This is an optimization exercise on Yosys and OpenROAD, whose aim is small area, a short achievable clock period and few clock cycles per item, not a production implementation. The RTL was checked by simulation tests, not by an equivalence proof against the original design. Power figures rest on the tool's default switching activity, not on a simulated workload.

==> flow/design.v (outline; a module is shown in full before it is edited, if it fits) <==
// module rv32_alu_pipe: 39 lines
// module rv32_booth_enc: 16 lines
// module rv32_mul_pipe: 32 lines
// module rv32_clz32: 33 lines
// module rv32_div: 79 lines
// module rv32_mul_tree: 1767 lines
// module rv32_result_merge: 107 lines
// module rv32_exec_cluster: 118 lines
module rv32_exec_cluster (
    input  logic                   clk_i,
    input  logic                   rst_n_i,
    input  logic                   issue_valid_i,
    input  rv32_isa_pkg::exec_op_e issue_op_i,
    input  logic [32-1:0]       issue_a_i,
    input  logic [32-1:0]       issue_b_i,
    input  rv32_flow_pkg::tag_t    issue_tag_i,
    output logic                   issue_credit_o,
    input  logic                   res_credit_i,
    output logic                   res_valid_o,
    output rv32_flow_pkg::tag_t    res_tag_o,
    output logic [32-1:0]       res_data_o
);
  // ...
==> flow/run.sh <==
#!/bin/bash
# synth_recipe.tcl (not shown) runs the flow's synth.tcl, then flattens the netlist and writes it again
# the make line also repeats each setting of config.mk as NAME=value (left out here)
make -C /OpenROAD-flow-scripts/flow DESIGN_CONFIG=/design/flow/config.mk WORK_HOME=/design/flow/orfs CLKGATE_MAP_FILE= SYNTH_SCRIPT=/design/flow/synth_recipe.tcl finish
==> flow/config.mk <==
export PLATFORM = sky130hd
export DESIGN_NAME = rv32_exec_cluster
export DESIGN_NICKNAME = rv32_exec_cluster
export VERILOG_FILES = /design/flow/design.v
export SDC_FILE = /design/flow/constraint.sdc
export NUM_CORES = 4
export LEC_CHECK = 0
export CAP_MARGIN = 20
export CORE_MARGIN = 2
export CORE_UTILIZATION = 40
export SETUP_SLACK_MARGIN = 5
export SLEW_MARGIN = 20
==> flow/constraint.sdc <==
create_clock -name core_clock -period 10.0 [get_ports {clk_i}]
set_input_delay 2.0000 -clock core_clock [delete_from_list [all_inputs] [get_ports {clk_i}]]
set_output_delay 2.0000 -clock core_clock [all_outputs]
set_load 0.01 [all_outputs]
==> impl_metrics.env, run 1 <==
export IMPL_fin_crit_sh=0.524
export IMPL_synth_compound_area_share=0.192
export IMPL_setup_violations=0
export IMPL_comb_power_mw=13.5
export IMPL_async_reset_ff_frac=0
export IMPL_multi_input_area_share=0.613
export IMPL_synthTopCellsByCount="xnor2_1 (763), inv_1 (722), a22oi_1 (538), nand2_1 (526), fa_1 (465)"
export IMPL_timing_final_crit_period_ps=5240
export IMPL_nNetsFinal=8018
export IMPL_worst_slew_pin_slew_ps=1230
export IMPL_holdPathEnd="rv32_mul_pipe_i.m_hi"
export IMPL_synth_top_family_by_area="adder cells"
export IMPL_dpl_hpwl_mm=185
export IMPL_worstReg2RegEnd="rv32_div_i.r[29]"
export IMPL_yosysUniqueCellTypes=93
export IMPL_p_int_mw=10.4
export IMPL_slew_violations=0
export IMPL_design_core_area_um2=167000
export IMPL_clkTransAtPathRegs_ps=60
export IMPL_firstDrtPassIters=9
export IMPL_wl_met2_mm=121
export IMPL_leakagePower_nw=30.0
export IMPL_power_leader="combinational cells"
export IMPL_netlist_top_cells_area="edfxtp_1 (17%), fa_1 (14%), xnor2_1 (10%)"
export IMPL_netlist_area_leader_share=0.174
export IMPL_inverters=738
export IMPL_ys_seq_area_frac=0.252
export IMPL_status="no timing/DRC/antenna violations"
export IMPL_numClockSinks=651
export IMPL_clk_share=0.0366
Testbench counts, summed over its fixed seeds: cycles 12,930, items 12,000.
==> module rv32_div, before the edit <==
module rv32_div (
    input  logic                                       clk_i,
    input  logic                                       rst_n_i,
    input  logic                                       any_i,     
    input  rv32_flow_pkg::slot_t                       pick_i,    
    input  logic [rv32_flow_pkg::NSLOT-1:0][32-1:0] a_i,       
    input  logic [rv32_flow_pkg::NSLOT-1:0][32-1:0] b_i,       
    input  logic [rv32_flow_pkg::NSLOT-1:0]            negq_i,
    input  logic [rv32_flow_pkg::NSLOT-1:0]            negr_i,
    input  logic [rv32_flow_pkg::NSLOT-1:0]            rem_i,
    output logic                                       start_o,   
    output logic                                       fin_o,     
    output rv32_flow_pkg::slot_t                       fin_slot_o,
    output logic [32-1:0]                           res_o
);
    rv32_flow_pkg::dv_state_e state;
    logic                 start;
    logic [32-1:0]     pa, pb;
    logic [5:0]           za, zb, sh;
    logic                 div0, qzero;
    logic [32-1:0]     r, q, d;
    logic [3:0]           cnt;
    logic                 negq, negr, is_rem;
    logic [32+2:0]     t1, t2, t3;
    logic [1:0]           qq;
    logic [32-1:0]     r_nx;
    logic [32-1:0]     fin_val;
    logic                 fin_neg;
    assign start   = any_i && (state != rv32_flow_pkg::DV_ITER);
    assign start_o = start;
    assign pa = a_i[pick_i];
    assign pb = b_i[pick_i];
    rv32_clz32 rv32_clz32_a (.x_i(pa), .n_o(za));
    rv32_clz32 rv32_clz32_b (.x_i(pb), .n_o(zb));
    assign div0  = (zb == 6'd32);
    assign qzero = (zb < za);
    assign sh    = zb - za;
    assign t1 = {3'b0, r} - {3'b0, d};
    assign t2 = {3'b0, r} - {2'b0, d, 1'b0};
    assign t3 = {3'b0, r} - {3'b0, d} - {2'b0, d, 1'b0};
    always_comb begin
        if (!t3[32+2])      begin qq = 2'd3; r_nx = t3[32-1:0]; end
        else if (!t2[32+2]) begin qq = 2'd2; r_nx = t2[32-1:0]; end
        else if (!t1[32+2]) begin qq = 2'd1; r_nx = t1[32-1:0]; end
        else                   begin qq = 2'd0; r_nx = r; end
    end
    always_ff @(posedge clk_i) begin
        if (!rst_n_i) begin
            state <= rv32_flow_pkg::DV_IDLE;
        end else if (start) begin
            state <= (div0 || qzero) ? rv32_flow_pkg::DV_FIN : rv32_flow_pkg::DV_ITER;
        end else if (state == rv32_flow_pkg::DV_ITER) begin
            if (cnt == 4'd0) state <= rv32_flow_pkg::DV_FIN;
        end else begin
            state <= rv32_flow_pkg::DV_IDLE;
        end
    end
    always_ff @(posedge clk_i) begin
        if (start) begin
            fin_slot_o <= pick_i;
            r          <= pa;
            q          <= div0 ? '1 : '0;
            d          <= pb << {sh[4:1], 1'b0};
            cnt        <= sh[4:1];
            negq       <= negq_i[pick_i] && !div0;
            negr       <= negr_i[pick_i];
            is_rem     <= rem_i[pick_i];
        end else if (state == rv32_flow_pkg::DV_ITER) begin
            r   <= r_nx;
            q   <= {q[32-3:0], qq};
            d   <= {2'b0, d[32-1:2]};
            cnt <= cnt - 4'd1;
        end
    end
    assign fin_o   = (state == rv32_flow_pkg::DV_FIN);
    assign fin_val = is_rem ? r : q;
    assign fin_neg = is_rem ? negr : negq;
    assign res_o   = (fin_val ^ {32{fin_neg}}) + {{(32-1){1'b0}}, fin_neg};
endmodule
==> inputs of run 2 (changes only) <==
--- a/flow/design.v
+++ b/flow/design.v
@@ -218,6 +218,2 @@
             fin_slot_o <= pick_i;
-            r          <= pa;
-            q          <= div0 ? '1 : '0;
-            d          <= pb << {sh[4:1], 1'b0};
-            cnt        <= sh[4:1];
             negq       <= negq_i[pick_i] && !div0;
@@ -225,3 +221,11 @@
             is_rem     <= rem_i[pick_i];
-        end else if (state == rv32_flow_pkg::DV_ITER) begin
+        end
+    end
+    always_ff @(posedge clk_i) begin
+        if (start) begin
+            r   <= pa;
+            q   <= div0 ? '1 : '0;
+            d   <= pb << {sh[4:1], 1'b0};
+            cnt <= sh[4:1];
+        end else begin
             r   <= r_nx;
--- a/flow/config.mk
+++ b/flow/config.mk
@@ -9,3 +9,3 @@
 export CORE_MARGIN = 2
-export CORE_UTILIZATION = 40
+export CORE_UTILIZATION = 55
 export SETUP_SLACK_MARGIN = 5
==> impl_metrics.env, run 2 <==
export IMPL_worstPathArrival_ps=5990
export IMPL_path_max_fanout=3
export IMPL_ys_seq_elements=651
export IMPL_mostFrequentLayoutCell="xnor2_1"
export IMPL_clkTransAtPathRegs_ps=60
export IMPL_hp_class="reg2reg"
export IMPL_critPathRequiredTime_ps=10400
export IMPL_die_h_um=352
export IMPL_slowest_stage="edfxtp_1"
export IMPL_crit_path_end_kind="register"
export IMPL_leakagePower_nw=29.5
export IMPL_final_cell_mix="xnor2_1 (777), inv_1 (722), a22oi_1 (524)"
export IMPL_grt_pass1_vias=58161
export IMPL_power_frac_comb=0.745
export IMPL_p_sw_frac=0.514
export IMPL_synth_edf_count=321
export IMPL_setup_violations=0
export IMPL_power_density_nw_per_um2=378
export IMPL_gp_congestion=1.02
export IMPL_fin_hold_ws_ps=334
export IMPL_syn_num_nets=8087
export IMPL_synthTopCellsByCount="xnor2_1 (781), inv_1 (728), a22oi_1 (525), nand2_1 (483), fa_1 (465)"
export IMPL_top_regs="rv32_result_merge_i.d_a_o: 128 flops, rv32_result_merge_i.d_b_o: 128 flops, rv32_mul_pipe_i.m_s: 64 flops"
export IMPL_crit_path_start_kind="register"
export IMPL_netlist_area_leader_share=0.144
export IMPL_status="no timing/DRC/antenna violations"
export IMPL_ys_warn_count=8
export IMPL_crit_family="compound AO/OA/AOI/OAI gates"
export IMPL_grt_ovfl_total=0
export IMPL_port_buffers=114
export IMPL_rrSetupSlack_ps=4410
export IMPL_firstDrtPassIters=9
export IMPL_cts_path_max_buffers=3
export IMPL_path_depth=25
export IMPL_holdPathEnd="rv32_mul_pipe_i.m_hi"
export IMPL_worstHoldPathCells=0
export IMPL_p_sw_mw=14.4
export IMPL_setup_tns_ps=0
export IMPL_drc=0
export IMPL_cts_inserted_buffers=76
export IMPL_design_core_area_um2=120000
export IMPL_grt_pass1_wl_mm=393
export IMPL_num_vias=59452
export IMPL_die_area_um2=124000
export IMPL_reg2regPathDepth=25
export IMPL_yosysTopAreaCell="edfxtp_1"
export IMPL_r2r_start="rv32_div_i.r[0]"
export IMPL_die_width_um=352
export IMPL_yosysUniqueCellTypes=88
export IMPL_rsz0062_at_grt="yes"
export IMPL_numClockSinks=651
export IMPL_fin_crit_sh=0.559
export IMPL_drt_wirelength_per_cell_um=31.0
export IMPL_num_rows=127
export IMPL_seqPwrFrac=0.151
export IMPL_netlist_top_cells_area="edfxtp_1 (14%), fa_1 (14%), xnor2_1 (10%)"
export IMPL_slew_violations=0
export IMPL_clk_latency_ps=710
export IMPL_async_reset_ff_frac=0
export IMPL_drt_iter0_drc=7986
export IMPL_slew_headroom=0.207
export IMPL_postCtsHoldBufs=0
export IMPL_vdd_ir_drop_max_mv=0.442
export IMPL_critical_path_class="reg2reg"
export IMPL_num_fill_cells=10366
export IMPL_yosysMostFrequentCell="xnor2_1"
export IMPL_syn_area_um2=66800
export IMPL_ys_seq_area_frac=0.243
export IMPL_worstReg2RegEnd="rv32_div_i.r[31]"
export IMPL_timing_fmax_mhz=179
export IMPL_detail_route_vias_per_cell=6.76
export IMPL_grt_total_usage=0.427
export IMPL_grt_max_degree=59
export IMPL_worst_slew_pin_slew_ps=1180
export IMPL_syn_instance_count=7216
export IMPL_ys_flop_type="dfxtp_1"
export IMPL_synth_area_per_cell_um2=9.25
export IMPL_start_util=0.556
export IMPL_wl_mm=272
export IMPL_drive_above_1_share=0.118
export IMPL_tritoncts="yes"
export IMPL_nNetsFinal=7984
export IMPL_io_pin_count=115
export IMPL_path_buf_inv=2
export IMPL_htree_levels=3
export IMPL_dpl_hpwl_mm=187
export IMPL_cts_root_buf="clkbuf_16"
export IMPL_hold_violations=0
export IMPL_pwr_share_clk=0.103
export IMPL_synthToLayoutAreaGrowth_pct=10.9
export IMPL_final_core_util=0.616
export IMPL_skew_ps=45.8
export IMPL_drtAntennaViolNets=0
export IMPL_min_from="i_mhi"
export IMPL_timing_final_crit_period_ps=5590
export IMPL_antenna_found_initial=8
export IMPL_max_cap_violations=0
export IMPL_p_int_mw=13.6
export IMPL_crit_path_max_incr_delay_ps=420
[run 2: changes by cell type after synthesis, moves of 16 or more]
| cell | before | now |
|---|---|---|
| o21ai_0 | 365 | 296 |
| nand2_1 | 526 | 483 |
| nor2_1 | 322 | 353 |
| dfxtp_1 | 262 | 330 |
| edfxtp_1 | 389 | 321 |
| xnor2_1 | 763 | 781 |
| o221ai_1 | 16 | 41 |
| mux2_2 | 18 | 40 |
| a211o_1 | 7 | 23 |
[run 2: metrics by stage]
step	setup WS [ps]	power [mW]	cell area, µm²	instances
2_1_floorplan	4870	16.9	66900	7216
3_3_place_gp	3280	23.1	69100	8532
3_5_place_dp	3210	23.2	69100	8532
4_1_cts	4520	26.8	73000	8744
5_1_grt	4230	29.9	74000	8788
6_report	4410	28.0	74000	8796
[run 2: cells by family (layout without fill, tap and decap cells)]
group	Yosys count	in the layout	share of synthesized area
and+or+nand+nor	1327	1327	0.0933
other	0	8	0
muxes	306	306	0.0742
xor gates and xnor gates	913	913	0.120
AOI/OAI and AO/OA	1916	1916	0.193
adders and majority gates	794	794	0.201
DFF	651	651	0.243
buffers and inverters	1309	1269	0.0751
[run 2: timing repair]
action                                  4_1_cts  5_1_grt
setup buffers                                66       41
cloned                                        5        3
endpoints found under the setup margin      140      136
gates resized for setup                     107      151
pin swaps                                    37       62
[run 2: worst max path at each step]
stage                       endpoint  slack, ps                            start
global placement     rv32_div_i.d[1]       3280  rv32_result_merge_i.d_pick_o[0]
CTS                 rv32_div_i.r[31]       4520                  rv32_div_i.r[0]
detailed placement   rv32_div_i.d[1]       3210  rv32_result_merge_i.d_pick_o[0]
finish              rv32_div_i.r[31]       4410                  rv32_div_i.r[0]
floorplan           rv32_div_i.r[31]       4870                  rv32_div_i.r[0]
global route        rv32_div_i.r[31]       4230                  rv32_div_i.r[0]
[run 2: power groups by stage]
stage,combinational (mW),clock [mW],sequential (mW)
floorplan,12.9,0,4.03
global placement,18.8,0,4.27
detailed placement,19.0,0,4.27
CTS,19.7,2.91,4.22
global route,22.6,3.03,4.26
finish,20.9,2.89,4.24
[run 2: metal layers]
layer / track usage / up-vias / part of all wire
met5: 0.00692 / - / 0.00091
met4: 0.285 / 16 / 0.086
met3: 0.117 / 1235 / 0.12
met2: 0.659 / 4208 / 0.44
met1: 0.525 / 28914 / 0.36
li1: - / 25079 / -
[run 2: area by class of cell]
type / count / area [µm²] / share of cell area
inverter: 748 / 2820 / 0.0380
tap: 1612 / 2020 / 0.0272
timing repair buffer: 380 / 3640 / 0.0491
multi-input combinational: 5256 / 46600 / 0.630
sequential: 651 / 16300 / 0.221
clock buffer: 98 / 2090 / 0.0283
clock inverter: 43 / 515 / 0.00696
antenna: 8 / 20.0 / 0.000270
[run 2: worst reg2reg max path, cell delays in order, from the launching register on]
cell and delay (ps):
edfxtp_1 420, inv_2 100, ha_4 140, inv_2 40
fa_2 370, a211o_1 310, a211oi_2 310, o211ai_1 160
a21oi_2 190, nor2b_1 80, o31a_1 270, o21a_1 200
nor2_2 130, xnor2_2 140, ha_1 290, a21o_1 160
a21o_1 170, a221o_1 350, a31oi_4 220, o21ai_4 100
a221o_1 370, a31oi_4 190, o21ai_1 70, a21oi_1 170
xor2_1 220, a311oi_1 130
Testbench counts of run 2, summed over its fixed seeds: cycles 12,930, items 12,000.
==> module rv32_alu_pipe, before the edit <==
module rv32_alu_pipe (
    input  rv32_isa_pkg::exec_op_e op_i,
    input  logic [32-1:0]       a_i,
    input  logic [32-1:0]       b_i,
    output logic [32-1:0]       res_o
);
    logic             sub;
    logic [32:0]   sum;
    logic             ltu, lt;
    logic             sll, fill;
    logic [32-1:0] sh_in, sh_out, sh_rev;
    logic [32:0]   sh_ext;
    assign sub = op_i[3] | op_i[1];
    assign sum = {1'b0, a_i} + {1'b0, b_i ^ {32{sub}}} + {{32{1'b0}}, sub};
    assign ltu = ~sum[32];
    assign lt  = (a_i[32-1] ^ b_i[32-1]) ? a_i[32-1] : sum[32-1];
    assign sll  = (op_i[2:0] == 3'b001);
    assign fill = op_i[3] & a_i[32-1];
    always_comb begin
        for (int i = 0; i < 32; i++) sh_in[i] = sll ? a_i[32-1-i] : a_i[i];
    end
    assign sh_ext = $signed({fill, sh_in}) >>> b_i[4:0];
    assign sh_out = sh_ext[32-1:0];
    always_comb begin
        for (int i = 0; i < 32; i++) sh_rev[i] = sh_out[32-1-i];
    end
    always_comb begin
        case (op_i[2:0])
            3'b000:  res_o = sum[32-1:0];
            3'b001:  res_o = sh_rev;
            3'b010:  res_o = {{(32-1){1'b0}}, lt};
            3'b011:  res_o = {{(32-1){1'b0}}, ltu};
            3'b100:  res_o = a_i ^ b_i;
            3'b101:  res_o = sh_out;
            3'b110:  res_o = a_i | b_i;
            default: res_o = a_i & b_i;
        endcase
    end
endmodule
==> module rv32_mul_pipe, before the edit <==
module rv32_mul_pipe (
    input  logic                 clk_i,
    input  logic                 rst_n_i,
    input  logic                 valid_i,
    input  logic                 hi_i,       
    input  logic [32:0]       x_i,        
    input  logic [16:0]          one_i,      
    input  logic [16:0]          two_i,
    input  logic [16:0]          neg_i,
    input  rv32_flow_pkg::slot_t slot_i,
    output logic                 valid_o,
    output rv32_flow_pkg::slot_t slot_o,
    output logic [32-1:0]     res_o
);
    logic [2*32-1:0] t_s, t_c;
    logic [2*32-1:0] m_s, m_c, prod;
    logic               m_hi;
    rv32_mul_tree rv32_mul_tree_i (.x(x_i), .bone(one_i), .btwo(two_i), .bneg(neg_i),
                                   .s(t_s), .c(t_c));
    always_ff @(posedge clk_i) begin
        if (!rst_n_i) valid_o <= 1'b0;
        else          valid_o <= valid_i;
    end
    always_ff @(posedge clk_i) begin
        m_s    <= t_s;
        m_c    <= t_c;
        m_hi   <= hi_i;
        slot_o <= slot_i;
    end
    assign prod  = m_s + m_c;
    assign res_o = m_hi ? prod[2*32-1:32] : prod[32-1:0];
endmodule
==> module rv32_exec_cluster, before the edit <==
module rv32_exec_cluster (
    input  logic                   clk_i,
    input  logic                   rst_n_i,
    input  logic                   issue_valid_i,
    input  rv32_isa_pkg::exec_op_e issue_op_i,
    input  logic [32-1:0]       issue_a_i,
    input  logic [32-1:0]       issue_b_i,
    input  rv32_flow_pkg::tag_t    issue_tag_i,
    output logic                   issue_credit_o,
    input  logic                   res_credit_i,
    output logic                   res_valid_o,
    output rv32_flow_pkg::tag_t    res_tag_o,
    output logic [32-1:0]       res_data_o
);
    localparam int NS = rv32_flow_pkg::NSLOT;
    logic                   i_valid, i_mul, i_div, i_mhi, i_sx;
    rv32_isa_pkg::exec_op_e i_op;
    logic [32-1:0]       i_a, i_b;
    rv32_flow_pkg::tag_t    i_tag;
    logic [16:0]            i_bone, i_btwo, i_bneg;
    logic [16:0]            e_one, e_two, e_neg;
    rv32_booth_enc rv32_booth_enc_i (.y_i({(issue_op_i == rv32_isa_pkg::OP_MULH) && issue_b_i[32-1],
                                           issue_b_i}),
                                     .one_o(e_one),
                                     .two_o(e_two),
                                     .neg_o(e_neg));
    always_ff @(posedge clk_i) begin
        if (!rst_n_i) i_valid <= 1'b0;
        else          i_valid <= issue_valid_i;
    end
    always_ff @(posedge clk_i) begin
        i_op   <= issue_op_i;
        i_a    <= issue_a_i;
        i_b    <= issue_b_i;
        i_tag  <= issue_tag_i;
        i_mul  <= rv32_isa_pkg::is_muldiv(issue_op_i) && !issue_op_i[2];
        i_div  <= rv32_isa_pkg::is_muldiv(issue_op_i) && issue_op_i[2];
        i_mhi  <= (issue_op_i[1:0] != 2'b00);
        i_sx   <= (issue_op_i != rv32_isa_pkg::OP_MULHU) && issue_a_i[32-1];
        i_bone <= e_one;
        i_btwo <= e_two;
        i_bneg <= e_neg;
    end
    logic                 div_signed;
    logic [32-1:0]     alu_res, abs_a, abs_b, x_a;
    rv32_flow_pkg::slot_t x_slot;
    assign div_signed = !i_op[0];
    rv32_alu_pipe rv32_alu_pipe_i (.op_i(i_op), .a_i(i_a), .b_i(i_b), .res_o(alu_res));
    assign abs_a = (div_signed && i_a[32-1]) ? -i_a : i_a;
    assign abs_b = (div_signed && i_b[32-1]) ? -i_b : i_b;
    assign x_a   = i_div ? abs_a : alu_res;
    logic                 m_valid;
    rv32_flow_pkg::slot_t m_slot;
    logic [32-1:0]     m_data;
    rv32_mul_pipe rv32_mul_pipe_i (.clk_i(clk_i),
                                   .rst_n_i(rst_n_i),
                                   .valid_i(i_valid && i_mul),
                                   .hi_i(i_mhi),
                                   .x_i({i_sx, i_a}),
                                   .one_i(i_bone),
                                   .two_i(i_btwo),
                                   .neg_i(i_bneg),
                                   .slot_i(x_slot),
                                   .valid_o(m_valid),
                                   .slot_o(m_slot),
                                   .res_o(m_data));
    logic                     d_any, d_start;
    rv32_flow_pkg::slot_t     d_pick;
    logic [NS-1:0]            d_negq, d_negr, d_rem;
    logic [NS-1:0][32-1:0] d_a, d_b;
    logic                     d_fin;
    rv32_flow_pkg::slot_t     d_slot;
    logic [32-1:0]         d_data;
    rv32_div rv32_div_i (.clk_i(clk_i),
                         .rst_n_i(rst_n_i),
                         .any_i(d_any),
                         .pick_i(d_pick),
                         .a_i(d_a),
                         .b_i(d_b),
                         .negq_i(d_negq),
                         .negr_i(d_negr),
                         .rem_i(d_rem),
                         .start_o(d_start),
                         .fin_o(d_fin),
                         .fin_slot_o(d_slot),
                         .res_o(d_data));
    rv32_result_merge rv32_result_merge_i (.clk_i(clk_i),
                                           .rst_n_i(rst_n_i),
                                           .x_valid_i(i_valid),
                                           .x_done_i(!i_mul && !i_div),
                                           .x_div_i(i_div),
                                           .x_a_i(x_a),
                                           .x_b_i(abs_b),
                                           .x_negq_i(div_signed && (i_a[32-1] ^ i_b[32-1])),
                                           .x_negr_i(div_signed && i_a[32-1]),
                                           .x_rem_i(i_op[1]),
                                           .x_tag_i(i_tag),
                                           .x_slot_o(x_slot),
                                           .m_valid_i(m_valid),
                                           .m_slot_i(m_slot),
                                           .m_data_i(m_data),
                                           .d_any_o(d_any),
                                           .d_pick_o(d_pick),
                                           .d_a_o(d_a),
                                           .d_b_o(d_b),
                                           .d_negq_o(d_negq),
                                           .d_negr_o(d_negr),
                                           .d_rem_o(d_rem),
                                           .d_start_i(d_start),
                                           .d_fin_i(d_fin),
                                           .d_slot_i(d_slot),
                                           .d_data_i(d_data),
                                           .res_credit_i(res_credit_i),
                                           .res_valid_o(res_valid_o),
                                           .res_tag_o(res_tag_o),
                                           .res_data_o(res_data_o),
                                           .issue_credit_o(issue_credit_o));
endmodule
==> inputs of run 3 (changes only) <==
--- a/flow/design.v
+++ b/flow/design.v
@@ -37,2 +37,32 @@
 `timescale 1ns/1ns
+module rv32_add #(
+    parameter int W = 32
+) (
+    input  logic [W-1:0] a_i,
+    input  logic [W-1:0] b_i,
+    input  logic         ci_i,
+    output logic [W-1:0] s_o,
+    output logic         co_o
+);
+    localparam int L = $clog2(W);
+    logic [L:0][W-1:0] g, p;
+    always_comb begin
+        g[0]    = a_i & b_i;
+        p[0]    = a_i ^ b_i;
+        g[0][0] = g[0][0] | (p[0][0] & ci_i);
+        for (int l = 0; l < L; l++) begin
+            for (int i = 0; i < W; i++) begin
+                if (((i >> l) & 1) == 1) begin
+                    g[l+1][i] = g[l][i] | (p[l][i] & g[l][((i >> l) << l) - 1]);
+                    p[l+1][i] = p[l][i] & p[l][((i >> l) << l) - 1];
+                end else begin
+                    g[l+1][i] = g[l][i];
+                    p[l+1][i] = p[l][i];
+                end
+            end
+        end
+        s_o  = (a_i ^ b_i) ^ {g[L][W-2:0], ci_i};
+        co_o = g[L][W-1];
+    end
+endmodule
 module rv32_alu_pipe (
@@ -50,3 +80,4 @@
     assign sub = op_i[3] | op_i[1];
-    assign sum = {1'b0, a_i} + {1'b0, b_i ^ {32{sub}}} + {{32{1'b0}}, sub};
+    rv32_add #(.W(32)) rv32_add_i (.a_i(a_i), .b_i(b_i ^ {32{sub}}), .ci_i(sub),
+                                      .s_o(sum[32-1:0]), .co_o(sum[32]));
     assign ltu = ~sum[32];
@@ -122,3 +153,4 @@
     end
-    assign prod  = m_s + m_c;
+    logic prod_co;
+    rv32_add #(.W(2*32)) rv32_add_i (.a_i(m_s), .b_i(m_c), .ci_i(1'b0), .s_o(prod), .co_o(prod_co));
     assign res_o = m_hi ? prod[2*32-1:32] : prod[32-1:0];
@@ -181,3 +213,2 @@
     logic                 negq, negr, is_rem;
-    logic [32+2:0]     t1, t2, t3;
     logic [1:0]           qq;
@@ -195,10 +226,18 @@
     assign sh    = zb - za;
-    assign t1 = {3'b0, r} - {3'b0, d};
-    assign t2 = {3'b0, r} - {2'b0, d, 1'b0};
-    assign t3 = {3'b0, r} - {3'b0, d} - {2'b0, d, 1'b0};
+    logic [32-1:0] t1;
+    logic [32:0]   t2;
+    logic [32+1:0] t3, c3s, c3c;
+    logic             ge1, ge2, ge3;
+    rv32_add #(.W(32)) rv32_add_t1 (.a_i(r), .b_i(~d), .ci_i(1'b1), .s_o(t1), .co_o(ge1));
+    rv32_add #(.W(32+1)) rv32_add_t2 (.a_i({1'b0, r}), .b_i(~{d, 1'b0}), .ci_i(1'b1),
+                                         .s_o(t2), .co_o(ge2));
+    assign c3s = {2'b0, r} ^ ~{2'b0, d} ^ ~{1'b0, d, 1'b0};
+    assign c3c = ({2'b0, r} & ~{2'b0, d}) | ({2'b0, r} & ~{1'b0, d, 1'b0}) | (~{2'b0, d} & ~{1'b0, d, 1'b0});
+    rv32_add #(.W(32+2)) rv32_add_t3 (.a_i(c3s), .b_i({c3c[32:0], 1'b1}), .ci_i(1'b1),
+                                         .s_o(t3), .co_o(ge3));
     always_comb begin
-        if (!t3[32+2])      begin qq = 2'd3; r_nx = t3[32-1:0]; end
-        else if (!t2[32+2]) begin qq = 2'd2; r_nx = t2[32-1:0]; end
-        else if (!t1[32+2]) begin qq = 2'd1; r_nx = t1[32-1:0]; end
-        else                   begin qq = 2'd0; r_nx = r; end
+        if (ge3)      begin qq = 2'd3; r_nx = t3[32-1:0]; end
+        else if (ge2) begin qq = 2'd2; r_nx = t2[32-1:0]; end
+        else if (ge1) begin qq = 2'd1; r_nx = t1; end
+        else          begin qq = 2'd0; r_nx = r; end
     end
@@ -239,3 +278,5 @@
     assign fin_neg = is_rem ? negr : negq;
-    assign res_o   = (fin_val ^ {32{fin_neg}}) + {{(32-1){1'b0}}, fin_neg};
+    logic fin_co;
+    rv32_add #(.W(32)) rv32_add_fin (.a_i(fin_val ^ {32{fin_neg}}), .b_i('0), .ci_i(fin_neg),
+                                        .s_o(res_o), .co_o(fin_co));
 endmodule
@@ -2165,4 +2206,9 @@
     rv32_alu_pipe rv32_alu_pipe_i (.op_i(i_op), .a_i(i_a), .b_i(i_b), .res_o(alu_res));
-    assign abs_a = (div_signed && i_a[32-1]) ? -i_a : i_a;
-    assign abs_b = (div_signed && i_b[32-1]) ? -i_b : i_b;
+    logic neg_a, neg_b, abs_a_co, abs_b_co;
+    assign neg_a = div_signed && i_a[32-1];
+    assign neg_b = div_signed && i_b[32-1];
+    rv32_add #(.W(32)) rv32_add_abs_a (.a_i(i_a ^ {32{neg_a}}), .b_i('0), .ci_i(neg_a),
+                                          .s_o(abs_a), .co_o(abs_a_co));
+    rv32_add #(.W(32)) rv32_add_abs_b (.a_i(i_b ^ {32{neg_b}}), .b_i('0), .ci_i(neg_b),
+                                          .s_o(abs_b), .co_o(abs_b_co));
     assign x_a   = i_div ? abs_a : alu_res;
--- a/flow/config.mk
+++ b/flow/config.mk
@@ -9,3 +9,3 @@
 export CORE_MARGIN = 2
-export CORE_UTILIZATION = 55
+export CORE_UTILIZATION = 40
 export SETUP_SLACK_MARGIN = 5
==> impl_metrics.env, run 3 <==
export IMPL_rrSetupSlack_ps=5050
export IMPL_synth_edf_count=321
export IMPL_crit_path_end_kind="register"
export IMPL_ys_seq_area_frac=0.248
export IMPL_wl_mm=261
export IMPL_worst_slew_pin_slew_ps=1170
export IMPL_setup_tns_ps=0
export IMPL_cts_root_buf="clkbuf_16"
export IMPL_die_area_um2=167000
export IMPL_postCtsHoldBufs=0
export IMPL_drtAntennaViolNets=0
export IMPL_clk_latency_ps=730
export IMPL_tritoncts="yes"
export IMPL_drc=0
export IMPL_synthToLayoutAreaGrowth_pct=10.3
export IMPL_max_cap_violations=0
export IMPL_slew_headroom=0.197
export IMPL_synth_area_per_cell_um2=9.61
export IMPL_mostFrequentLayoutCell="xnor2_1"
export IMPL_grt_max_degree=62
export IMPL_grt_total_usage=0.304
export IMPL_hold_violations=0
export IMPL_grt_pass1_vias=55188
export IMPL_skew_ps=55.0
export IMPL_worstPathArrival_ps=5530
export IMPL_hp_class="reg2reg"
export IMPL_grt_ovfl_total=0
export IMPL_numClockSinks=651
export IMPL_path_max_fanout=44
export IMPL_syn_area_um2=65500
export IMPL_ys_seq_elements=651
export IMPL_netlist_top_cells_area="fa_1 (16%), edfxtp_1 (15%), xnor2_1 (10%)"
export IMPL_netlist_area_leader_share=0.157
export IMPL_nNetsFinal=7577
export IMPL_power_density_nw_per_um2=332
export IMPL_clkTransAtPathRegs_ps=60
export IMPL_fin_crit_sh=0.495
export IMPL_timing_final_crit_period_ps=4950
export IMPL_critPathRequiredTime_ps=10580
export IMPL_final_cell_mix="xnor2_1 (762), inv_1 (664), a22oi_1 (528)"
export IMPL_htree_levels=3
export IMPL_timing_fmax_mhz=202
export IMPL_crit_path_start_kind="register"
export IMPL_port_buffers=114
export IMPL_yosysTopAreaCell="fa_1"
export IMPL_syn_instance_count=6819
export IMPL_num_rows=148
export IMPL_ys_flop_type="dfxtp_1"
export IMPL_synthTopCellsByCount="xnor2_1 (763), inv_1 (670), a22oi_1 (529), fa_1 (515), nand2_1 (396)"
export IMPL_power_mw=24.0
export IMPL_dpl_hpwl_mm=177
export IMPL_drt_wirelength_per_cell_um=29.4
export IMPL_async_reset_ff_frac=0
export IMPL_grt_pass1_wl_mm=376
export IMPL_slew_violations=0
export IMPL_leakagePower_nw=28.5
export IMPL_antenna_found_initial=7
export IMPL_firstDrtPassIters=9
export IMPL_setup_violations=0
export IMPL_vdd_ir_drop_max_mv=0.360
export IMPL_cts_path_max_buffers=3
export IMPL_num_vias=55592
export IMPL_gp_congestion=1.02
export IMPL_yosysMostFrequentCell="xnor2_1"
export IMPL_yosysUniqueCellTypes=98
export IMPL_drt_iter0_drc=6981
export IMPL_syn_num_nets=7753
export IMPL_critical_path_class="reg2reg"
export IMPL_cts_inserted_buffers=79
export IMPL_die_h_um=409
export IMPL_design_core_area_um2=163000
export IMPL_detail_route_vias_per_cell=6.26
export IMPL_ys_warn_count=12
export IMPL_drive_above_1_share=0.0991
export IMPL_status="no timing/DRC/antenna violations"
export IMPL_rsz0062_at_grt="yes"
export IMPL_top_regs="rv32_result_merge_i.d_a_o: 128 flops, rv32_result_merge_i.d_b_o: 128 flops, rv32_mul_pipe_i.m_s: 64 flops"
export IMPL_die_width_um=409
export IMPL_start_util=0.402
export IMPL_io_pin_count=115
==> run 3: cell types whose count changed in the layout (fill, tap and decap cells not counted), moves of 41 or more <==
| cell | before | now |
|---|---|---|
| nand2_1 | 469 | 393 |
| buf_4 | 209 | 150 |
| inv_1 | 722 | 664 |
| fa_1 | 463 | 514 |
| mux2i_1 | 106 | 147 |
| a21oi_1 | 354 | 255 |
==> run 3: per-stage QoR <==
stage | setup WS [ps] | utilization | hold WS, ps | area, µm² | std cells
6_report | 5050 | 0.444 | 331 | 72200 | 8887
5_1_grt | 4910 | 0.444 | 348 | 72200 | 8885
4_1_cts | 4960 | 0.441 | 330 | 71800 | 8870
3_5_place_dp | 3280 | 0.421 | 322 | 68500 | 8707
3_3_place_gp | 3310 | 0.421 | 321 | 68500 | 8707
2_1_floorplan | 5000 | - | 310 | 65500 | 6819
==> run 3: critical path: stages (launching register included) <==
cell and delay, ps:
dfxtp_4 1020, a22oi_1 240, xnor2_1 230, fa_1 540, inv_1 60, fa_1 610, inv_1 70, fa_1 470
inv_1 50, fa_1 430, fa_1 520, inv_1 50, fa_1 450
==> run 3: area by class of cell <==
| type | count | area [µm²] |
|---|---|---|
| Timing Repair Buffer | 295 | 2780 |
| Fill cell | 15377 | 90600 |
| Inverter | 689 | 2600 |
| Clock inverter | 49 | 681 |
| Sequential cell | 651 | 16400 |
| Tap cell | 2175 | 2720 |
| Clock buffer | 99 | 2150 |
| Multi-Input combinational cell | 4927 | 44900 |
| Antenna cell | 2 | 5.00 |
==> run 3: logic make-up after synthesis <==
family                     after synthesis  share of synthesized area
muxes                                  325                     0.0782
xor gates and xnor gates               890                      0.119
AOI/OAI and AO/OA                     1665                      0.174
DFF                                    651                      0.248
buffers and inverters                 1242                     0.0721
and+or+nand+nor                       1189                     0.0862
adders and majority gates              857                      0.223
==> run 3: path summary, 6_finish.rpt <==
path              startpoint                       to  cells after the start
hold reg to reg        i_mhi     rv32_mul_pipe_i.m_hi                      0
setup reg to reg     i_a[27]  rv32_mul_pipe_i.m_c[30]                     12
hold / removal         i_mhi     rv32_mul_pipe_i.m_hi                      0
setup / recovery     i_a[27]  rv32_mul_pipe_i.m_c[30]                     12
==> run 3: power by group <==
group          leakage [nW]  total, mW  internal [mW]  switching [mW]
registers              5.74       4.32           3.78           0.536
clock network          1.37       3.15           1.84            1.30
logic                  21.4       16.5           6.43            10.1
total                  28.5       24.0           12.1            11.9
==> run 3: repair_timing <==
| item | 4_1_cts | 5_1_grt |
|---|---|---|
| setup buffers | 14 | 13 |
| resized for setup | 51 | 64 |
| endpoints found under the setup margin | 200 | 157 |
| pin swaps | 5 | 6 |
| gates cloned | 1 | 2 |
==> run 3: metal layers <==
| layer | vias to the layer above | global-route usage | share of wire |
|---|---|---|---|
| li1 | 23503 | - | - |
| met1 | 27429 | 0.368 | 0.36 |
| met2 | 3624 | 0.485 | 0.45 |
| met3 | 1030 | 0.0793 | 0.11 |
| met4 | 6 | 0.183 | 0.074 |
| met5 | - | 0.00287 | 0.00018 |
Testbench counts of run 3, summed over its fixed seeds: cycles 12,930, items 12,000.
==> inputs of run 4 (changes only) <==
--- a/flow/config.mk
+++ b/flow/config.mk
@@ -9,3 +9,3 @@
 export CORE_MARGIN = 2
-export CORE_UTILIZATION = 40
+export CORE_UTILIZATION = 30
 export SETUP_SLACK_MARGIN = 5
==> impl_metrics.env, run 4 <==
export IMPL_status="no timing/DRC/antenna violations"
export IMPL_dpl_cell_count=9388
export IMPL_reg2regPathDepth=11
export IMPL_leakagePower_nw=28.3
export IMPL_firstDrtPassIters=8
export IMPL_power_density_nw_per_um2=332
export IMPL_num_vias=55683
export IMPL_yosysMostFrequentCell="xnor2_1"
export IMPL_max_cap_violations=0
export IMPL_netlist_top_cells_area="fa_1 (16%), edfxtp_1 (15%), xnor2_1 (10%)"
export IMPL_setup_tns_ps=0
export IMPL_slew_headroom=0.165
export IMPL_crit_path_end_kind="register"
export IMPL_fin_cells=9550
export IMPL_clkTransAtPathRegs_ps=70
export IMPL_setup_violations=0
export IMPL_final_cell_mix="xnor2_1 (761), inv_1 (663), a22oi_1 (529)"
export IMPL_async_reset_ff_frac=0
export IMPL_die_width_um=471
export IMPL_detail_route_vias_per_cell=5.83
export IMPL_syn_instance_count=6819
export IMPL_drive_above_1_share=0.0952
export IMPL_vdd_ir_drop_max_mv=0.372
export IMPL_synth_edf_count=321
export IMPL_slew_violations=0
export IMPL_clk_latency_ps=760
export IMPL_yosysTopAreaCell="fa_1"
export IMPL_drt_wirelength_per_cell_um=27.8
export IMPL_synthToLayoutAreaGrowth_pct=11.1
export IMPL_critical_path_class="reg2reg"
export IMPL_grt_pass1_wl_mm=383
export IMPL_hp_class="reg2reg"
export IMPL_num_fill_cells=21906
export IMPL_ys_flop_type="dfxtp_1"
export IMPL_worst_slew_pin_slew_ps=1240
export IMPL_numClockSinks=651
export IMPL_skew_ps=87.7
export IMPL_final_core_util=0.335
export IMPL_yosysUniqueCellTypes=98
export IMPL_grtUsageMet3=0.0670
export IMPL_io_pin_count=115
export IMPL_ys_seq_elements=651
export IMPL_drtAntennaViolNets=0
export IMPL_grt_ovfl_total=0
export IMPL_cts_path_max_buffers=3
export IMPL_syn_num_nets=7753
export IMPL_drt_iter0_drc=6481
export IMPL_met2_usage=0.363
export IMPL_port_buffers=114
export IMPL_wl_mm=266
export IMPL_fin_hold_ws_ps=333
export IMPL_grt_max_degree=75
export IMPL_critPathRequiredTime_ps=10650
export IMPL_worstPathArrival_ps=5610
export IMPL_mostFrequentLayoutCell="xnor2_1"
export IMPL_cts_inserted_buffers=77
export IMPL_worstHoldPathCells=0
export IMPL_tritoncts="yes"
export IMPL_timing_final_crit_period_ps=4960
export IMPL_timing_fmax_mhz=202
export IMPL_num_rows=171
export IMPL_seq_area_um2=16400
export IMPL_die_h_um=471
export IMPL_dpl_hpwl_mm=182
export IMPL_gp_congestion=0.961
export IMPL_use_met1=0.286
export IMPL_synth_area_per_cell_um2=9.61
export IMPL_drc=0
export IMPL_top_regs="rv32_result_merge_i.d_a_o: 128 flops, rv32_result_merge_i.d_b_o: 128 flops, rv32_mul_pipe_i.m_s: 64 flops"
export IMPL_fin_crit_sh=0.496
export IMPL_grt_total_usage=0.232
export IMPL_grt_busiest_layer="met2"
export IMPL_syn_area_um2=65500
export IMPL_synthTopCellsByCount="xnor2_1 (763), inv_1 (670), a22oi_1 (529), fa_1 (515), nand2_1 (396)"
export IMPL_htree_levels=3
export IMPL_start_util=0.302
export IMPL_hold_violations=0
export IMPL_postCtsHoldBufs=0
export IMPL_antenna_found_initial=20
export IMPL_die_area_um2=222000
export IMPL_power_mw=24.1
export IMPL_cts_root_buf="clkbuf_16"
export IMPL_ys_warn_count=12
export IMPL_design_core_area_um2=217000
export IMPL_path_max_fanout=34
export IMPL_nNetsFinal=7564
export IMPL_multiInputGateArea_um2=44900
export IMPL_ys_seq_area_frac=0.248
export IMPL_crit_path_start_kind="register"
export IMPL_grt_pass1_vias=55734
export IMPL_rsz0062_at_grt="yes"
export IMPL_netlist_area_leader_share=0.157
## run 4: cell count changes in the layout (fill, tap and decap cells not counted), sizes merged, moves of 2 or more
| cell | before | now |
|---|---|---|
| clkinv | 31 | 17 |
| buf | 179 | 168 |
| clkbuf | 100 | 109 |
| bufinv | 11 | 5 |
| clkinvlp | 6 | 11 |
| diode | 2 | 4 |
## run 4: logic make-up (layout without fill, tap and decap cells)
| logic type | Yosys count | in the layout | synth area share |
|---|---|---|---|
| AOI/OAI and AO/OA | 1665 | 1665 | 0.174 |
| buffers and inverters | 1242 | 1115 | 0.0721 |
| and+or+nand+nor | 1189 | 1189 | 0.0862 |
| xor gates and xnor gates | 890 | 890 | 0.119 |
| adders and majority gates | 857 | 857 | 0.223 |
| DFF | 651 | 651 | 0.248 |
| muxes | 325 | 325 | 0.0782 |
| other | 0 | 4 | 0 |
## run 4: what timing repair did
action	4_1_cts	5_1_grt
resized for setup	30	53
pin swaps	0	1
setup buffers	5	9
setup endpoints to repair	151	136
cloned	1	2
## run 4: worst max-delay path, cell delays in order, from the launching register on
cell	delay [ps]
dfxtp_2	1100
a22oi_1	250
xnor2_1	260
fa_1	490
fa_1	560
inv_1	60
fa_1	490
inv_1	50
fa_1	380
fa_1	510
inv_1	50
fa_1	660
## run 4: path summary, 6_finish.rpt
check	from	end	slack [ps]
worst min-delay path	i_mhi	rv32_mul_pipe_i.m_hi	330
worst min register to register	i_mhi	rv32_mul_pipe_i.m_hi	330
worst max-delay path	i_bone[7]	rv32_mul_pipe_i.m_c[33]	5040
worst max register to register	i_bone[7]	rv32_mul_pipe_i.m_c[33]	5040
## run 4: cell type report
class,instances,area share
multi-input combinational,4926,0.617
antenna,4,0.000138
clock buffer,106,0.0304
clock inverter,35,0.00630
sequential,651,0.225
inverter,689,0.0358
tap,2854,0.0491
timing repair buffer,285,0.0368
## run 4: report_power, final
part | total [mW] | switching [mW] | internal [mW]
Clock | 3.00 | 1.29 | 1.71
Combinational | 16.8 | 10.3 | 6.53
Sequential | 4.29 | 0.508 | 3.78
## run 4: metrics by stage
stage	setup WS, ps	instance area (µm²)
2_1_floorplan	5000	65500
3_3_place_gp	3730	69400
3_5_place_dp	3680	69400
4_1_cts	4990	72300
5_1_grt	4960	72700
6_report	5040	72700
## run 4: metal layers
metal	vias up	wire [µm]
li1	23472	-
met4	8	17500
met1	27806	100000
met3	923	29700
met2	3474	118000
met5	-	91
==> inputs of run 5 (changes only) <==
--- a/flow/config.mk
+++ b/flow/config.mk
@@ -9,3 +9,3 @@
 export CORE_MARGIN = 2
-export CORE_UTILIZATION = 30
+export CORE_UTILIZATION = 20
 export SETUP_SLACK_MARGIN = 5
==> impl_metrics.env, run 5 <==
export IMPL_power_density_nw_per_um2=322
export IMPL_crit_family="adder cells"
export IMPL_yosysMostFrequentCell="xnor2_1"
export IMPL_crit_path_end_kind="register"
export IMPL_grt_ovfl_total=0
export IMPL_numClockSinks=651
export IMPL_ys_seq_area_frac=0.248
export IMPL_start_util=0.201
export IMPL_timing_final_crit_period_ps=4940
export IMPL_die_area_um2=332000
export IMPL_fin_crit_sh=0.494
export IMPL_fin_cells=11023
export IMPL_netlist_area_leader_share=0.157
export IMPL_ys_seq_elements=651
export IMPL_slew_headroom=0.125
export IMPL_drtAntennaViolNets=0
export IMPL_num_fill_cells=35218
export IMPL_postCtsHoldBufs=0
export IMPL_drive_above_1_share=0.0938
export IMPL_gp_congestion=0.983
export IMPL_die_width_um=576
export IMPL_rsz0062_at_grt="yes"
export IMPL_wl_mm=266
export IMPL_drt_wirelength_per_cell_um=24.1
export IMPL_worstPathCellList="buf_4 -> clkinv_4 -> xnor2_1 -> fa_1 -> inv_1 -> fa_1 -> inv_1 -> fa_1 -> inv_1 -> fa_1 -> fa_1 -> inv_1 -> fa_1"
export IMPL_crit_path_max_incr_delay_ps=620
export IMPL_multiInputGateArea_um2=44900
export IMPL_num_rows=210
export IMPL_timing_fmax_mhz=203
export IMPL_synthTopCellsByCount="xnor2_1 (763), inv_1 (670), a22oi_1 (529), fa_1 (515), nand2_1 (396)"
export IMPL_cts_path_max_buffers=3
export IMPL_synth_edf_count=321
export IMPL_critPathRequiredTime_ps=10590
export IMPL_syn_instance_count=6819
export IMPL_drt_iter0_drc=7261
export IMPL_clk_latency_ps=730
export IMPL_nNetsFinal=7545
export IMPL_slowest_stage="buf_4"
export IMPL_htree_levels=3
export IMPL_port_buffers=114
export IMPL_worst_slew_pin_slew_ps=1310
export IMPL_crit_path_start_kind="register"
export IMPL_cts_root_buf="clkbuf_16"
export IMPL_critical_path_class="reg2reg"
export IMPL_antenna_found_initial=31
export IMPL_max_cap_violations=0
export IMPL_synthToLayoutAreaGrowth_pct=13.7
export IMPL_top_regs="rv32_result_merge_i.d_a_o: 128 flops, rv32_result_merge_i.d_b_o: 128 flops, rv32_mul_pipe_i.m_s: 64 flops"
export IMPL_worstPathArrival_ps=5520
export IMPL_skew_ps=55.9
export IMPL_async_reset_ff_frac=0
export IMPL_firstDrtPassIters=9
export IMPL_vdd_ir_drop_max_mv=0.277
export IMPL_leakagePower_nw=28.3
export IMPL_grt_max_degree=83
export IMPL_design_core_area_um2=327000
export IMPL_grt_pass1_wl_mm=380
export IMPL_synth_area_per_cell_um2=9.61
export IMPL_io_pin_count=115
export IMPL_drc=0
export IMPL_clkTransAtPathRegs_ps=60
export IMPL_netlist_top_cells_area="fa_1 (16%), edfxtp_1 (15%), xnor2_1 (10%)"
export IMPL_slew_violations=0
export IMPL_ys_warn_count=12
export IMPL_setup_violations=0
export IMPL_syn_num_nets=7753
export IMPL_hold_violations=0
export IMPL_hp_class="reg2reg"
export IMPL_tritoncts="yes"
export IMPL_setup_tns_ps=0
export IMPL_path_max_fanout=29
export IMPL_ys_flop_type="dfxtp_1"
export IMPL_cts_inserted_buffers=76
export IMPL_die_h_um=576
export IMPL_path_buf_inv=6
export IMPL_final_cell_mix="xnor2_1 (761), inv_1 (665), a22oi_1 (527)"
export IMPL_seq_area_um2=16400
export IMPL_mostFrequentLayoutCell="xnor2_1"
export IMPL_detail_route_vias_per_cell=5.01
export IMPL_status="no timing/DRC/antenna violations"
export IMPL_dpl_hpwl_mm=179
export IMPL_yosysUniqueCellTypes=98
export IMPL_cp_common_cell="fa_1"
export IMPL_syn_area_um2=65500
export IMPL_num_vias=55223
export IMPL_grt_pass1_vias=53455
export IMPL_grt_total_usage=0.154
export IMPL_yosysTopAreaCell="fa_1"
export IMPL_dpl_cell_count=10869
## run 5: cell counts after synthesis
Identical to the previous run, type by type.
## run 5: kinds of logic (layout without fill, tap and decap cells)
kind of cell,count (synthesis),count (layout),share of synthesized area
compound gates,1665,1665,0.174
mux,325,325,0.0782
simple gates,1189,1189,0.0862
flops,651,651,0.248
fa+ha+maj,857,857,0.223
buf+inv,1242,1094,0.0721
other cells,0,6,0
xor+xnor,890,890,0.119
## run 5: routing by layer
metal  global-route usage  share of wire  vias to the layer above
met3               0.0481           0.12                      787
met4               0.0739          0.055                       16
met2                0.233           0.43                     3536
met1                0.199           0.39                    27470
met5             0.000287        0.00038                        -
li1                     -              -                    23414
## run 5: worst paths after layout
path,from,endpoint,slack (ps),depth (start not counted)
hold / removal,i_mhi,rv32_mul_pipe_i.m_hi,330,0
setup / recovery,i_bneg[2],rv32_mul_pipe_i.m_c[38],5060,13
hold reg to reg,i_mhi,rv32_mul_pipe_i.m_hi,330,0
setup reg to reg,i_bneg[2],rv32_mul_pipe_i.m_c[38],5060,13
## run 5: cell type report
cell class | instances | share of cell area
multi-input cells | 4926 | 0.603
flip-flops and latches | 651 | 0.220
well taps | 4346 | 0.0730
inverters | 689 | 0.0349
repair buffers | 267 | 0.0336
clock buffers | 90 | 0.0267
clock inverters | 48 | 0.00925
diodes | 6 | 0.000202
## run 5: power breakdown
part / internal, mW / switching, mW
Clock: 1.76 / 1.30
Sequential: 3.78 / 0.521
Combinational: 6.43 / 10.2
## run 5: worst register-to-register path, cell delays in order (launching register included)
cell      delay (ps)
dfxtp_2          310
buf_4            620
clkinv_4         510
xnor2_1          290
fa_1             550
inv_1             50
fa_1             500
inv_1             50
fa_1             470
inv_1             50
fa_1             410
fa_1             520
inv_1             50
fa_1             440
## run 5: stage by stage
| stage | hold WS [ps] | instance area (µm²) | power, mW | setup slack (ps) | utilization |
|---|---|---|---|---|---|
| after floorplan | 310 | 65500 | 15.0 | 5000 | - |
| after global placement | 312 | 71200 | 20.1 | 3700 | 0.218 |
| after detailed placement | 312 | 71200 | 20.4 | 3700 | 0.218 |
| after CTS | 326 | 74100 | 23.5 | 5000 | 0.227 |
| after global routing | 340 | 74500 | 25.9 | 4960 | 0.228 |
| final | 327 | 74500 | 24.0 | 5060 | 0.228 |
## run 5: timing repair
item | 4_1_cts | 5_1_grt
cloned | 0 | 2
setup endpoints to repair | 222 | 174
buffers inserted | 7 | 1
pin swaps | 0 | 1
resized for setup | 31 | 60
==> inputs of run 6 (changes only) <==
==> flow/flow/run.sh (new file) <==
#!/bin/bash
# The standard layout, with its timing repair aimed further below the clock
# period than config.mk's settings allow (a setup margin of 5.4 ns).
set -euo pipefail
bash standard.sh SETUP_SLACK_MARGIN=5.4 finish > standard_flow.log 2>&1
==> flow/standard.sh (new file) <==
#!/bin/bash
# synth_recipe.tcl (not shown) runs the flow's synth.tcl, then flattens the netlist and writes it again
# the make line also repeats each setting of config.mk as NAME=value (left out here)
make -C /OpenROAD-flow-scripts/flow DESIGN_CONFIG=/design/flow/config.mk WORK_HOME=/design/flow/orfs CLKGATE_MAP_FILE= SYNTH_SCRIPT=/design/flow/synth_recipe.tcl "${@:-finish}"
--- a/flow/config.mk
+++ b/flow/config.mk
@@ -9,4 +9,3 @@
 export CORE_MARGIN = 2
-export CORE_UTILIZATION = 20
-export SETUP_SLACK_MARGIN = 5
+export CORE_UTILIZATION = 40
 export SLEW_MARGIN = 20
removed: flow/run.sh
==> impl_metrics.env, run 6 <==
export IMPL_drtAntennaViolNets=0
export IMPL_grt_pass1_wl_mm=383
export IMPL_worstReg2RegEnd="rv32_div_i.d[23]"
export IMPL_die_area_um2=167000
export IMPL_num_rows=148
export IMPL_reg2regPathDepth=19
export IMPL_ys_flop_type="dfxtp_1"
export IMPL_cts_root_buf="clkbuf_16"
export IMPL_syn_instance_count=6819
export IMPL_yosysUniqueCellTypes=98
export IMPL_synth_edf_count=321
export IMPL_clkTransAtPathRegs_ps=60
export IMPL_wl_mm=267
export IMPL_slew_headroom=0.243
export IMPL_leakagePower_nw=29.4
export IMPL_htree_levels=3
export IMPL_die_width_um=409
export IMPL_syn_num_nets=7753
export IMPL_critPathRequiredTime_ps=10600
export IMPL_top_regs="rv32_result_merge_i.d_a_o: 128 flops, rv32_result_merge_i.d_b_o: 128 flops, rv32_mul_pipe_i.m_s: 64 flops"
export IMPL_ys_seq_elements=651
export IMPL_worst_slew_pin_slew_ps=1120
export IMPL_cts_inserted_buffers=80
export IMPL_tritoncts="yes"
export IMPL_critical_path_class="reg2reg"
export IMPL_ys_warn_count=12
export IMPL_fin_cells=8991
export IMPL_power_density_nw_per_um2=325
export IMPL_crit_path_end_kind="register"
export IMPL_detail_route_vias_per_cell=6.30
export IMPL_synthTopCellsByCount="xnor2_1 (763), inv_1 (670), a22oi_1 (529), fa_1 (515), nand2_1 (396)"
export IMPL_setup_tns_ps=0
export IMPL_grt_total_usage=0.309
export IMPL_gp_congestion=1.01
export IMPL_drt_iter0_drc=6783
export IMPL_grt_ovfl_total=0
export IMPL_skew_ps=54.7
export IMPL_min_from="i_mhi"
export IMPL_r2r_start="rv32_result_merge_i.d_pick_o[0]"
export IMPL_path_max_fanout=8
export IMPL_rrSetupSlack_ps=5330
export IMPL_die_h_um=409
export IMPL_ys_seq_area_frac=0.248
export IMPL_start_util=0.402
export IMPL_rsz0062_at_grt="yes"
export IMPL_dpl_hpwl_mm=177
export IMPL_power_mw=24.2
export IMPL_status="no timing/DRC/antenna violations"
export IMPL_firstDrtPassIters=10
export IMPL_drive_above_1_share=0.125
export IMPL_timing_fmax_mhz=214
export IMPL_hp_class="reg2reg"
export IMPL_hold_violations=0
export IMPL_worstHoldPathCells=0
export IMPL_synth_area_per_cell_um2=9.61
export IMPL_antenna_found_initial=7
export IMPL_final_cell_mix="xnor2_1 (754), inv_1 (657), a22oi_1 (528)"
export IMPL_nNetsFinal=7681
export IMPL_slew_violations=0
export IMPL_num_vias=56615
export IMPL_port_buffers=114
export IMPL_worstPathArrival_ps=5270
export IMPL_clk_latency_ps=720
export IMPL_holdPathEnd="rv32_mul_pipe_i.m_hi"
export IMPL_vdd_ir_drop_max_mv=0.257
export IMPL_syn_area_um2=65500
export IMPL_numClockSinks=651
export IMPL_io_pin_count=115
export IMPL_dpl_cell_count=8703
export IMPL_postCtsHoldBufs=0
export IMPL_netlist_area_leader_share=0.157
export IMPL_yosysMostFrequentCell="xnor2_1"
export IMPL_setup_violations=0
export IMPL_design_core_area_um2=163000
export IMPL_cts_path_max_buffers=3
export IMPL_netlist_top_cells_area="fa_1 (16%), edfxtp_1 (15%), xnor2_1 (10%)"
export IMPL_crit_path_start_kind="register"
export IMPL_async_reset_ff_frac=0
export IMPL_timing_final_crit_period_ps=4670
export IMPL_synthToLayoutAreaGrowth_pct=13.5
export IMPL_drt_wirelength_per_cell_um=29.7
export IMPL_drc=0
export IMPL_fin_crit_sh=0.467
export IMPL_max_cap_violations=0
export IMPL_yosysTopAreaCell="fa_1"
export IMPL_grt_pass1_vias=56399
export IMPL_mostFrequentLayoutCell="xnor2_1"
export IMPL_grt_max_degree=66
[run 6: per-stage QoR]
step	hold slack (ps)	cell area, µm²	util	worst slack, ps
floorplan	310	65600	-	5400
global placement	317	68500	0.421	3500
detailed placement	319	68500	0.421	3480
CTS	330	72700	0.447	5380
global route	335	74300	0.457	5190
finish	330	74300	0.457	5330
[run 6: routing by layer]
metal	share of wire	up-vias	GRT usage
li1	-	23714	-
met1	0.36	28098	0.366
met2	0.45	3705	0.493
met3	0.11	1088	0.0797
met4	0.082	10	0.212
met5	0.00084	-	0
[run 6: kinds of logic (layout without fill, tap and decap cells)]
kind of cell,after synthesis,after routing,share of synthesized area
fa+ha+maj,857,857,0.223
simple gates,1189,1190,0.0862
xor+xnor,890,890,0.119
mux,325,325,0.0782
other cells,0,2,0
buf+inv,1242,1236,0.0721
compound gates,1665,1665,0.174
flops,651,651,0.248
[run 6: how the worst max path moves through the flow]
| stage | from | end | depth (start not counted) |
|---|---|---|---|
| 3_5_place_dp | rv32_result_merge_i.d_pick_o[0] | rv32_div_i.d[22] | 13 |
| 3_3_place_gp | rv32_result_merge_i.d_pick_o[0] | rv32_div_i.d[22] | 13 |
| 2_1_floorplan | rv32_result_merge_i.d_pick_o[0] | rv32_div_i.d[22] | 21 |
| 5_1_grt | rv32_result_merge_i.d_pick_o[0] | rv32_div_i.d[20] | 22 |
| 4_1_cts | rv32_result_merge_i.d_pick_o[0] | rv32_div_i.d[22] | 20 |
| 6_report | rv32_result_merge_i.d_pick_o[0] | rv32_div_i.d[23] | 19 |
[run 6: critical path, stage by stage (launching register included)]
cell and delay (ps):
dfxtp_4 480, buf_6 160, buf_16 130, mux4_2 540, or4_4 590, nor2b_4 150
nand2b_1 110, or4_4 510, nand3_4 90, fa_2 290, xor2_4 220, buf_12 160
buf_4 110, buf_4 110, mux2i_2 240, nand2_1 110, and3_4 180, o21ai_2 100
nor2_1 50, a221o_1 250
[run 6: timing repair]
item / CTS / global route
resized for setup: 193 / 197
buffers inserted: 52 / 73
gates cloned: 6 / 6
endpoints found under the hold margin: 0 / 0
pin swaps: 22 / 29
endpoints found under the setup margin: 409 / 230
[run 6: where the power goes]
part / switching, mW / internal, mW / total [mW]
Sequential: 0.519 / 3.78 / 4.30
Clock: 1.24 / 1.77 / 3.02
Combinational: 10.2 / 6.66 / 16.9
[run 6: area by class of cell]
cell class	instances	area, µm²
clock buffers	116	2340
fillers	15380	88400
repair buffers	398	4360
inverters	689	2630
flip-flops and latches	651	16400
clock inverters	33	378
diodes	2	5.00
multi-input cells	4927	45500
well taps	2175	2720
==> inputs of run 7 (changes only) <==
--- a/flow/config.mk
+++ b/flow/config.mk
@@ -9,3 +9,3 @@
 export CORE_MARGIN = 2
-export CORE_UTILIZATION = 40
+export CORE_UTILIZATION = 30
 export SLEW_MARGIN = 20
==> impl_metrics.env, run 7 <==
export IMPL_worstPathArrival_ps=5350
export IMPL_slew_headroom=0.175
export IMPL_cts_inserted_buffers=78
export IMPL_syn_num_nets=7753
export IMPL_die_width_um=471
export IMPL_place_area_um2=69400
export IMPL_start_util=0.302
export IMPL_status="no timing/DRC/antenna violations"
export IMPL_io_pin_count=115
export IMPL_top_regs="rv32_result_merge_i.d_a_o: 128 flops, rv32_result_merge_i.d_b_o: 128 flops, rv32_mul_pipe_i.m_s: 64 flops"
export IMPL_clk_latency_ps=750
export IMPL_dpl_hpwl_mm=184
export IMPL_synthTopCellsByCount="xnor2_1 (763), inv_1 (670), a22oi_1 (529), fa_1 (515), nand2_1 (396)"
export IMPL_finalWorstSetupSlack_ps=5290
export IMPL_design_core_area_um2=217000
export IMPL_crit_path_start_kind="register"
export IMPL_synth_edf_count=321
export IMPL_numClockSinks=651
export IMPL_async_reset_ff_frac=0
export IMPL_path_max_fanout=7
export IMPL_cts_path_max_buffers=3
export IMPL_slew_violations=0
export IMPL_ys_warn_count=12
export IMPL_final_cell_mix="xnor2_1 (753), inv_1 (658), a22oi_1 (527)"
export IMPL_gp_congestion=0.979
export IMPL_nNetsFinal=7683
export IMPL_max_cap_violations=0
export IMPL_tritoncts="yes"
export IMPL_grt_total_usage=0.239
export IMPL_hp_class="reg2reg"
export IMPL_dpl_worst_slack_ps=4100
export IMPL_postCtsHoldBufs=0
export IMPL_grt_pass1_wl_mm=394
export IMPL_mostFrequentLayoutCell="xnor2_1"
export IMPL_netlist_area_leader_share=0.157
export IMPL_port_buffers=114
export IMPL_hold_violations=0
export IMPL_cts_root_buf="clkbuf_16"
export IMPL_drt_iter0_drc=7004
export IMPL_htree_levels=3
export IMPL_timing_final_crit_period_ps=4710
export IMPL_leakagePower_nw=29.4
export IMPL_drc=0
export IMPL_critPathRequiredTime_ps=10640
export IMPL_fin_crit_sh=0.471
export IMPL_crit_path_end_kind="register"
export IMPL_die_h_um=471
export IMPL_grt_ovfl_total=0
export IMPL_ys_flop_type="dfxtp_1"
export IMPL_synth_area_per_cell_um2=9.61
export IMPL_clkTransAtPathRegs_ps=60
export IMPL_setup_tns_ps=0
export IMPL_wl_mm=276
export IMPL_ys_seq_elements=651
export IMPL_ys_seq_area_frac=0.248
export IMPL_antenna_found_initial=18
export IMPL_vdd_ir_drop_max_mv=0.282
export IMPL_drive_above_1_share=0.129
export IMPL_grt_max_degree=56
export IMPL_timing_fmax_mhz=212
export IMPL_yosysMostFrequentCell="xnor2_1"
export IMPL_power_mw=24.6
export IMPL_critical_path_class="reg2reg"
export IMPL_final_area_um2=75300
export IMPL_num_rows=171
export IMPL_synthToLayoutAreaGrowth_pct=14.9
export IMPL_syn_area_um2=65500
export IMPL_yosysTopAreaCell="fa_1"
export IMPL_detail_route_vias_per_cell=5.86
export IMPL_die_area_um2=222000
export IMPL_worst_slew_pin_slew_ps=1220
export IMPL_drt_wirelength_per_cell_um=28.5
export IMPL_netlist_top_cells_area="fa_1 (16%), edfxtp_1 (15%), xnor2_1 (10%)"
export IMPL_yosysUniqueCellTypes=98
export IMPL_drtAntennaViolNets=0
export IMPL_firstDrtPassIters=9
export IMPL_setup_violations=0
export IMPL_num_fill_cells=21684
export IMPL_power_density_nw_per_um2=327
export IMPL_syn_instance_count=6819
export IMPL_skew_ps=45.6
export IMPL_grt_pass1_vias=56437
export IMPL_num_vias=56682
export IMPL_rsz0062_at_grt="yes"
## run 7: metal layers
layer	GRT usage	up-vias	wire, µm
met5	0.00108	-	124
met4	0.143	10	20000
met3	0.0715	1061	32600
met2	0.369	3842	120000
met1	0.294	28021	103000
li1	-	23748	-
## run 7: worst max-delay path: stages, from the launching register on
cell and delay, ps:
dfxtp_4 400, buf_12 130, buf_16 130, mux4_2 540, or4_4 580, nor4b_4 340, nand2b_4 210, or4_1 130
nand3_2 130, fa_2 490, a21o_1 220, a21oi_4 180, xnor2_1 90, buf_4 170, a311o_1 350, o21ai_1 80
nand2_1 80, buf_4 180, o221ai_1 150
## run 7: timing repair
action / CTS / global route
buffers inserted: 60 / 61
gates cloned: 10 / 6
gates resized for setup: 186 / 217
pin swaps: 18 / 39
endpoints found under the setup margin: 309 / 247
## run 7: cell type report
cell class | count | area, µm² | area share
tap | 2854 | 3570 | 0.0474
multi-input combinational | 4927 | 45600 | 0.606
sequential | 651 | 16400 | 0.218
inverter | 689 | 2630 | 0.0350
timing repair buffer | 400 | 4340 | 0.0577
clock inverter | 41 | 523 | 0.00695
clock buffer | 100 | 2120 | 0.0281
timing repair inverter | 2 | 12.5 | 0.000166
antenna | 11 | 27.5 | 0.000366
## run 7: per-stage QoR
stage | hold WS, ps | instances | util
after floorplan | 310 | 6819 | -
after global placement | 325 | 9386 | 0.320
after detailed placement | 313 | 9386 | 0.320
final | 326 | 9675 | 0.347
after CTS | 326 | 9597 | 0.340
after global routing | 328 | 9667 | 0.346
## run 7: cell families after synthesis
group,count (synthesis),synth area share
simple gates,1189,0.0862
xor+xnor,890,0.119
buf+inv,1242,0.0721
flops,651,0.248
mux,325,0.0782
compound gates,1665,0.174
fa+ha+maj,857,0.223
## run 7: path summary, 6_finish.rpt
kind,start,to,slack (ps),cells past startpoint
max,rv32_result_merge_i.d_pick_o[0],rv32_div_i.d[28],5290,18
min,i_mhi,rv32_mul_pipe_i.m_hi,330,0
max reg2reg,rv32_result_merge_i.d_pick_o[0],rv32_div_i.d[28],5290,18
min reg2reg,i_mhi,rv32_mul_pipe_i.m_hi,330,0
## run 7: where the power goes
part	total [mW]	internal [mW]	switching, mW
registers	4.29	3.78	0.508
clock network	3.01	1.70	1.31
logic	17.3	6.76	10.5
total	24.6	12.2	12.4

[port drivers added, routing unchanged]
Ports are ideal in the flow. The routed layouts listed here were re-timed in OpenROAD.
Step 1 assumes that a clkbuf_16 drives the clock port and a buf_2 every other input.
Step 2, shift: input delay + t, output delay - t, t = (earliest + latest rising clock arrival at the registers) / 2. This alone moves slack from input paths to output paths.
Three values: ideal, step 1, step 2; two values: the first two.
run	shift t [ns]	setup slack, ns	latest minus earliest clock arrival (ns)	worst data-port slew with drivers (ns)
run 1	0.785	4.764 / 4.764 / 4.764	0.080 / 0.080	0.05
run 2	0.770	4.408 / 4.408 / 4.408	0.046 / 0.046	0.06
run 3	0.789	5.053 / 4.999 / 5.053	0.056 / 0.056	0.06
run 4	0.803	5.039 / 5.039 / 5.039	0.091 / 0.091	0.10
run 5	0.800	5.064 / 5.051 / 5.064	0.059 / 0.059	0.22
run 6	0.780	5.331 / 5.331 / 5.331	0.056 / 0.056	0.07
run 7	0.814	5.293 / 5.293 / 5.293	0.046 / 0.046	0.14
After both steps every run listed still meets setup and hold.
